Background: an optimization exercise with open tools, aiming at small area. Do not read the settings as production practice.
Where RTL was checked, it was by simulation tests only, not by an equivalence proof against the original.
Power and IR drop assume default switching activity.

==> flow/design.v <==
package dmem_pkg;
    localparam int DMEM_DEPTH = 32;
    localparam int DMEM_IDX_W = 5;
endpackage
module dmem_array
#(
    parameter int DATA_W = 32,
    parameter int DEPTH  = dmem_pkg::DMEM_DEPTH,
    parameter int IDX_W  = dmem_pkg::DMEM_IDX_W
) (
    input  logic              clk,
    input  logic              i_clr,
    input  logic              i_kill,
    input  logic [IDX_W-1:0]  i_kaddr,
    input  logic              i_set,
    input  logic [DATA_W-1:0] i_sdata,
    input  logic [3:0]        i_rlo,
    input  logic [IDX_W-3:0]  i_rhi,
    input  logic              i_show,
    output logic [DATA_W-1:0] o_rdata,
    output logic              o_zero
);
    logic                         r_par;
    logic [DEPTH-1:0][DATA_W-1:0] r_bits;
    logic [DEPTH-1:0][DATA_W-1:0] w_next;
    logic [DEPTH-1:0]             w_row_r;
    logic [DEPTH-1:0]             w_rsel_n;
    logic [DATA_W-1:0]            w_col_d;
    logic [DATA_W-1:0]            w_col_z;
    logic                         w_show0_n;
    logic                         w_show1_n;
    always_ff @(posedge clk) begin
        r_par <= ~r_par & ~i_clr;
    end
    always_comb begin
        for (int i = 0; i < DEPTH; i++) begin
            w_rsel_n[i] = ~(i_rlo[i % 4] & (i_rhi == (IDX_W-2)'(i / 4)));
            w_row_r[i]  = i_clr | (i_kill & (i_kaddr == IDX_W'(i))) |
                          (i_set & ~w_rsel_n[i]);
        end
    end
    assign w_col_d = {DATA_W{i_clr | i_kill}} | (i_sdata ^ {DATA_W{r_par}});
    for (genvar i = 0; i < DEPTH; i++) begin : g_row
        for (genvar j = 0; j < DATA_W; j++) begin : g_bit
            dmem_cell_nx u_nx (
                .i_r (w_row_r[i]),
                .i_c (w_col_d[j]),
                .i_s (r_bits[i][j]),
                .o_y (w_next[i][j])
            );
        end
    end
    always_ff @(posedge clk) begin
        r_bits <= w_next;
    end
    assign w_show0_n = ~(i_show & ~r_par);
    assign w_show1_n = ~(i_show & r_par);
    for (genvar j = 0; j < DATA_W; j++) begin : g_col
        logic [DEPTH-1:0] w_col_s;
        for (genvar i = 0; i < DEPTH; i++) begin : g_s
            assign w_col_s[i] = r_bits[i][j];
        end
        dmem_rd_col #(.DEPTH(DEPTH)) u_col (
            .i_sel_n   (w_rsel_n),
            .i_s       (w_col_s),
            .i_show0_n (w_show0_n),
            .i_show1_n (w_show1_n),
            .o_z       (w_col_z[j]),
            .o_q       (o_rdata[j])
        );
    end
    assign o_zero = r_par ? ~(|w_col_z) : (&w_col_z);
endmodule
module dmem_cell_nx (
    input  logic i_r,
    input  logic i_c,
    input  logic i_s,
    output logic o_y
);
    assign o_y = ~((i_r & i_c) | i_s);
endmodule
module dmem_rd_col
#(
    parameter int DEPTH = dmem_pkg::DMEM_DEPTH
) (
    input  logic [DEPTH-1:0] i_sel_n,
    input  logic [DEPTH-1:0] i_s,
    input  logic             i_show0_n,
    input  logic             i_show1_n,
    output logic             o_z,
    output logic             o_q
);
    logic [DEPTH/2-1:0] w_pz;
    for (genvar k = 0; k < DEPTH / 2; k++) begin : g_pair
        dmem_rd_pair u_pair (
            .i_sel_n0 (i_sel_n[2*k]),
            .i_s0     (i_s[2*k]),
            .i_sel_n1 (i_sel_n[2*k+1]),
            .i_s1     (i_s[2*k+1]),
            .o_z      (w_pz[k])
        );
    end
    assign o_z = |w_pz;
    dmem_rd_out u_out (
        .i_z       (o_z),
        .i_show0_n (i_show0_n),
        .i_show1_n (i_show1_n),
        .o_q       (o_q)
    );
endmodule
module dmem_rd_pair (
    input  logic i_sel_n0,
    input  logic i_s0,
    input  logic i_sel_n1,
    input  logic i_s1,
    output logic o_z
);
    assign o_z = ~((i_sel_n0 | i_s0) & (i_sel_n1 | i_s1));
endmodule
module dmem_rd_out (
    input  logic i_z,
    input  logic i_show0_n,
    input  logic i_show1_n,
    output logic o_q
);
    assign o_q = ~(i_z ? i_show1_n : i_show0_n);
endmodule
module data_mem_responder
#(
    parameter int DATA_W = 32,
    parameter int ADDR_W = 10,
    parameter int DEPTH  = dmem_pkg::DMEM_DEPTH
) (
    input  logic              clk,
    input  logic              reset,
    input  logic              req_valid,
    output logic              req_ready,
    input  logic              req_write,
    input  logic [ADDR_W-1:0] req_addr,
    input  logic [DATA_W-1:0] req_wdata,
    output logic              resp_valid,
    input  logic              resp_ready,
    output logic [DATA_W-1:0] resp_rdata,
    output logic              resp_err,
    output logic              resp_zero
);
    localparam int IDX_W = dmem_pkg::DMEM_IDX_W;
    logic               r_wait;
    logic               r_resp;
    logic [3:0]         r_rlo;
    logic [IDX_W-3:0]   r_rhi;
    logic               r_load;
    logic               r_err;
    logic               r_zero;
    logic [DATA_W-1:0]  r_wdata;
    logic               w_idle;
    logic               w_accept;
    logic               w_in_range;
    logic               w_mem_we;
    logic               w_mem_zero;
    assign w_idle     = ~r_wait & ~r_resp;
    assign w_accept   = req_valid & w_idle;
    assign w_in_range = (req_addr[ADDR_W-1:IDX_W] == '0);
    assign w_mem_we   = w_accept & req_write & w_in_range;
    dmem_array #(
        .DATA_W (DATA_W),
        .DEPTH  (DEPTH),
        .IDX_W  (IDX_W)
    ) u_array (
        .clk     (clk),
        .i_clr   (reset),
        .i_kill  (w_mem_we),
        .i_kaddr (req_addr[IDX_W-1:0]),
        .i_set   (r_wait & ~r_load & ~r_err),
        .i_sdata (r_wdata),
        .i_rlo   (r_rlo),
        .i_rhi   (r_rhi),
        .i_show  (r_resp & r_load),
        .o_rdata (resp_rdata),
        .o_zero  (w_mem_zero)
    );
    always_ff @(posedge clk) begin
        if (reset) begin
            r_wait <= 1'b0;
            r_resp <= 1'b0;
        end else begin
            r_wait <= w_accept;
            r_resp <= r_wait | (r_resp & ~resp_ready);
        end
    end
    always_ff @(posedge clk) begin
        if (w_idle) begin
            for (int k = 0; k < 4; k++)
                r_rlo[k] <= (req_addr[1:0] == 2'(k));
            r_rhi <= req_addr[IDX_W-1:2];
            r_load <= ~req_write & w_in_range;
            r_err  <= ~w_in_range;
        end
    end
    always_ff @(posedge clk) begin
        r_wdata <= req_wdata;
    end
    always_ff @(posedge clk) begin
        r_zero <= ~r_load | w_mem_zero;
    end
    assign req_ready  = w_idle;
    assign resp_valid = r_resp;
    assign resp_err   = r_resp & r_err;
    assign resp_zero  = r_resp & r_zero;
endmodule
==> flow/config.mk <==
export PLATFORM = sky130hd
export DESIGN_NAME = data_mem_responder
export DESIGN_NICKNAME = data_mem_responder
export VERILOG_FILES = /design/flow/design.v
export SDC_FILE = /design/flow/constraint.sdc
export NUM_CORES = 4
export LEC_CHECK = 0
export CAP_MARGIN = 20
export CORE_MARGIN = 2
export CORE_UTILIZATION = 40
export SLEW_MARGIN = 20
export SYNTH_HIERARCHICAL = 1
==> flow/constraint.sdc <==
create_clock -name core_clock -period 6.0 [get_ports {clk}]
set_input_delay 1.2000 -clock core_clock [delete_from_list [all_inputs] [get_ports {clk}]]
set_output_delay 1.2000 -clock core_clock [all_outputs]
set_load 0.01 [all_outputs]
standard.sh (not shown) runs the stock make flow with config.mk's settings and CLKGATE_MAP_FILE= SYNTH_SCRIPT=/design/flow/synth_recipe.tcl, a recipe that flattens the netlist after the stock synthesis.
==> flow/flow/run.sh <==
#!/bin/bash
# Standard ORFS layout (the standard.sh, synthesis included) with these
# knobs changed:
#  - before floorplan, combinational cells are put back to drive 1
#    (flow/downsize.tcl); repair sizes up where needed;
#  - port buffers use the small sky130_fd_sc_hd__buf_1 (repair may upsize);
#  - CTS inserts no dummy loads, and clusters up to 25 sinks per
#    clkbuf_16 leaf buffer.
set -euo pipefail
export PRE_FLOORPLAN_TCL="$PWD/flow/downsize.tcl"
export BUFFER_PORTS_ARGS="-buffer_cell sky130_fd_sc_hd__buf_1"
export CTS_ARGS="-sink_clustering_enable -repair_clock_nets -dont_use_dummy_load -buf_list sky130_fd_sc_hd__clkbuf_16 -root_buf sky130_fd_sc_hd__clkbuf_16 -sink_clustering_size 25 -sink_clustering_max_diameter 100"
bash standard.sh > standard_flow.log 2>&1
==> flow/flow/downsize.tcl <==
# Before floorplan: put every combinational cell that synthesis sized up
# back to its drive-1 variant (same function); the later repair steps size
# up again only where slew, capacitance or timing need it.
set db [ord::get_db]
set block [ord::get_db_block]
set n 0
foreach inst [$block getInsts] {
  set name [[$inst getMaster] getName]
  if { ![regexp {^(sky130_fd_sc_hd__[a-z0-9]+)_([0-9]+)$} $name -> base drive] } {
    continue
  }
  if { $drive <= 1 } {
    continue
  }
  if { [regexp {df|dl|buf|inv|conb|tap|fill|decap} $base] } {
    continue
  }
  set m1 [$db findMaster ${base}_1]
  if { $m1 ne "NULL" && $m1 ne "" } {
    $inst swapMaster $m1
    incr n
  }
}
puts "downsize.tcl: $n instances set to drive 1"
The starting point passed the timing, DRC and antenna checks.
Rerun with:
--- a/flow/design.v
+++ b/flow/design.v
@@ -11,10 +11,9 @@
     input  logic              clk,
     input  logic              i_clr,
-    input  logic              i_kill,
-    input  logic [IDX_W-1:0]  i_kaddr,
-    input  logic              i_set,
-    input  logic [DATA_W-1:0] i_sdata,
+    input  logic              i_we,
+    input  logic [IDX_W-1:0]  i_waddr,
+    input  logic [DATA_W-1:0] i_wdata,
     input  logic [3:0]        i_rlo,
-    input  logic [IDX_W-3:0]  i_rhi,
+    input  logic [DEPTH/4-1:0] i_rhi,
     input  logic              i_show,
     output logic [DATA_W-1:0] o_rdata,
@@ -24,5 +23,6 @@
     logic [DEPTH-1:0][DATA_W-1:0] r_bits;
     logic [DEPTH-1:0][DATA_W-1:0] w_next;
-    logic [DEPTH-1:0]             w_row_r;
+    logic [DEPTH-1:0]             w_row_a;
+    logic [DEPTH-1:0]             w_row_b;
     logic [DEPTH-1:0]             w_rsel_n;
     logic [DATA_W-1:0]            w_col_d;
@@ -35,15 +35,16 @@
     always_comb begin
         for (int i = 0; i < DEPTH; i++) begin
-            w_rsel_n[i] = ~(i_rlo[i % 4] & (i_rhi == (IDX_W-2)'(i / 4)));
-            w_row_r[i]  = i_clr | (i_kill & (i_kaddr == IDX_W'(i))) |
-                          (i_set & ~w_rsel_n[i]);
-        end
-    end
-    assign w_col_d = {DATA_W{i_clr | i_kill}} | (i_sdata ^ {DATA_W{r_par}});
+            w_row_a[i]  = ~(i_we & ~i_clr & (i_waddr == IDX_W'(i)));
+            w_row_b[i]  = ~w_row_a[i] | i_clr;
+            w_rsel_n[i] = ~(i_rlo[i % 4] & i_rhi[i / 4]);
+        end
+    end
+    assign w_col_d = i_wdata ^ {DATA_W{r_par}};
     for (genvar i = 0; i < DEPTH; i++) begin : g_row
         for (genvar j = 0; j < DATA_W; j++) begin : g_bit
             dmem_cell_nx u_nx (
-                .i_r (w_row_r[i]),
-                .i_c (w_col_d[j]),
+                .i_a (w_row_a[i]),
+                .i_b (w_row_b[i]),
+                .i_d (w_col_d[j]),
                 .i_s (r_bits[i][j]),
                 .o_y (w_next[i][j])
@@ -73,10 +74,11 @@
 endmodule
 module dmem_cell_nx (
-    input  logic i_r,
-    input  logic i_c,
+    input  logic i_a,
+    input  logic i_b,
+    input  logic i_d,
     input  logic i_s,
     output logic o_y
 );
-    assign o_y = ~((i_r & i_c) | i_s);
+    assign o_y = ~((i_a | i_d) & (i_b | i_s));
 endmodule
 module dmem_rd_col
@@ -149,9 +151,8 @@
     logic               r_resp;
     logic [3:0]         r_rlo;
-    logic [IDX_W-3:0]   r_rhi;
+    logic [DEPTH/4-1:0] r_rhi;
     logic               r_load;
     logic               r_err;
     logic               r_zero;
-    logic [DATA_W-1:0]  r_wdata;
     logic               w_idle;
     logic               w_accept;
@@ -170,8 +171,7 @@
         .clk     (clk),
         .i_clr   (reset),
-        .i_kill  (w_mem_we),
-        .i_kaddr (req_addr[IDX_W-1:0]),
-        .i_set   (r_wait & ~r_load & ~r_err),
-        .i_sdata (r_wdata),
+        .i_we    (w_mem_we),
+        .i_waddr (req_addr[IDX_W-1:0]),
+        .i_wdata (req_wdata),
         .i_rlo   (r_rlo),
         .i_rhi   (r_rhi),
@@ -193,11 +193,9 @@
             for (int k = 0; k < 4; k++)
                 r_rlo[k] <= (req_addr[1:0] == 2'(k));
-            r_rhi <= req_addr[IDX_W-1:2];
+            for (int k = 0; k < DEPTH / 4; k++)
+                r_rhi[k] <= (req_addr[IDX_W-1:2] == (IDX_W-2)'(k));
             r_load <= ~req_write & w_in_range;
             r_err  <= ~w_in_range;
         end
-    end
-    always_ff @(posedge clk) begin
-        r_wdata <= req_wdata;
     end
     always_ff @(posedge clk) begin
Effect:
- cell count is about the same
- power decreases by 4.4%
- combinational power increases by 19%
- final area increases by 3.5%
- sequential power decreases by 10%
- worst hold slack improved by 44 ps
- non-clock buffer count increases by 50
- via count increases by 10%
- routed wire length increases by 9.1%
- utilization increases by 0.79 points
- die area increases by 1.7%
- worst setup slack improved by 280 ps
- sequential cell count decreases by 27
For the first run of this note, only the layout was checked, not whether the RTL still works.

-- re-timing with driven ports --
Ports are ideal in the flow. The routed layouts listed here were re-timed in OpenROAD. Step 1: set_driving_cell puts a clkbuf_16 on clk and a buf_2 on each other input, an assumption about the parent block. Step 2, shift: input delay + t, output delay - t, t = (earliest + latest rising clock arrival at the registers) / 2. This alone moves slack from input paths to output paths. a / b / c = ideal ports / drivers / drivers and shift; a / b = the first two.
run | t, ns | setup WS [ns] | worst setup path after step 2 | worst register clock-pin slew, ns | pins driven straight from the clock port
the first run | 0.684 | 0.181 / 0.117 / 0.785 | register to register | 0.10 / 0.10 | 1
the second run | 0.676 | 0.464 / 0.397 / 1.073 | register to output | 0.11 / 0.11 | 1
After both steps every run listed still meets setup and hold.
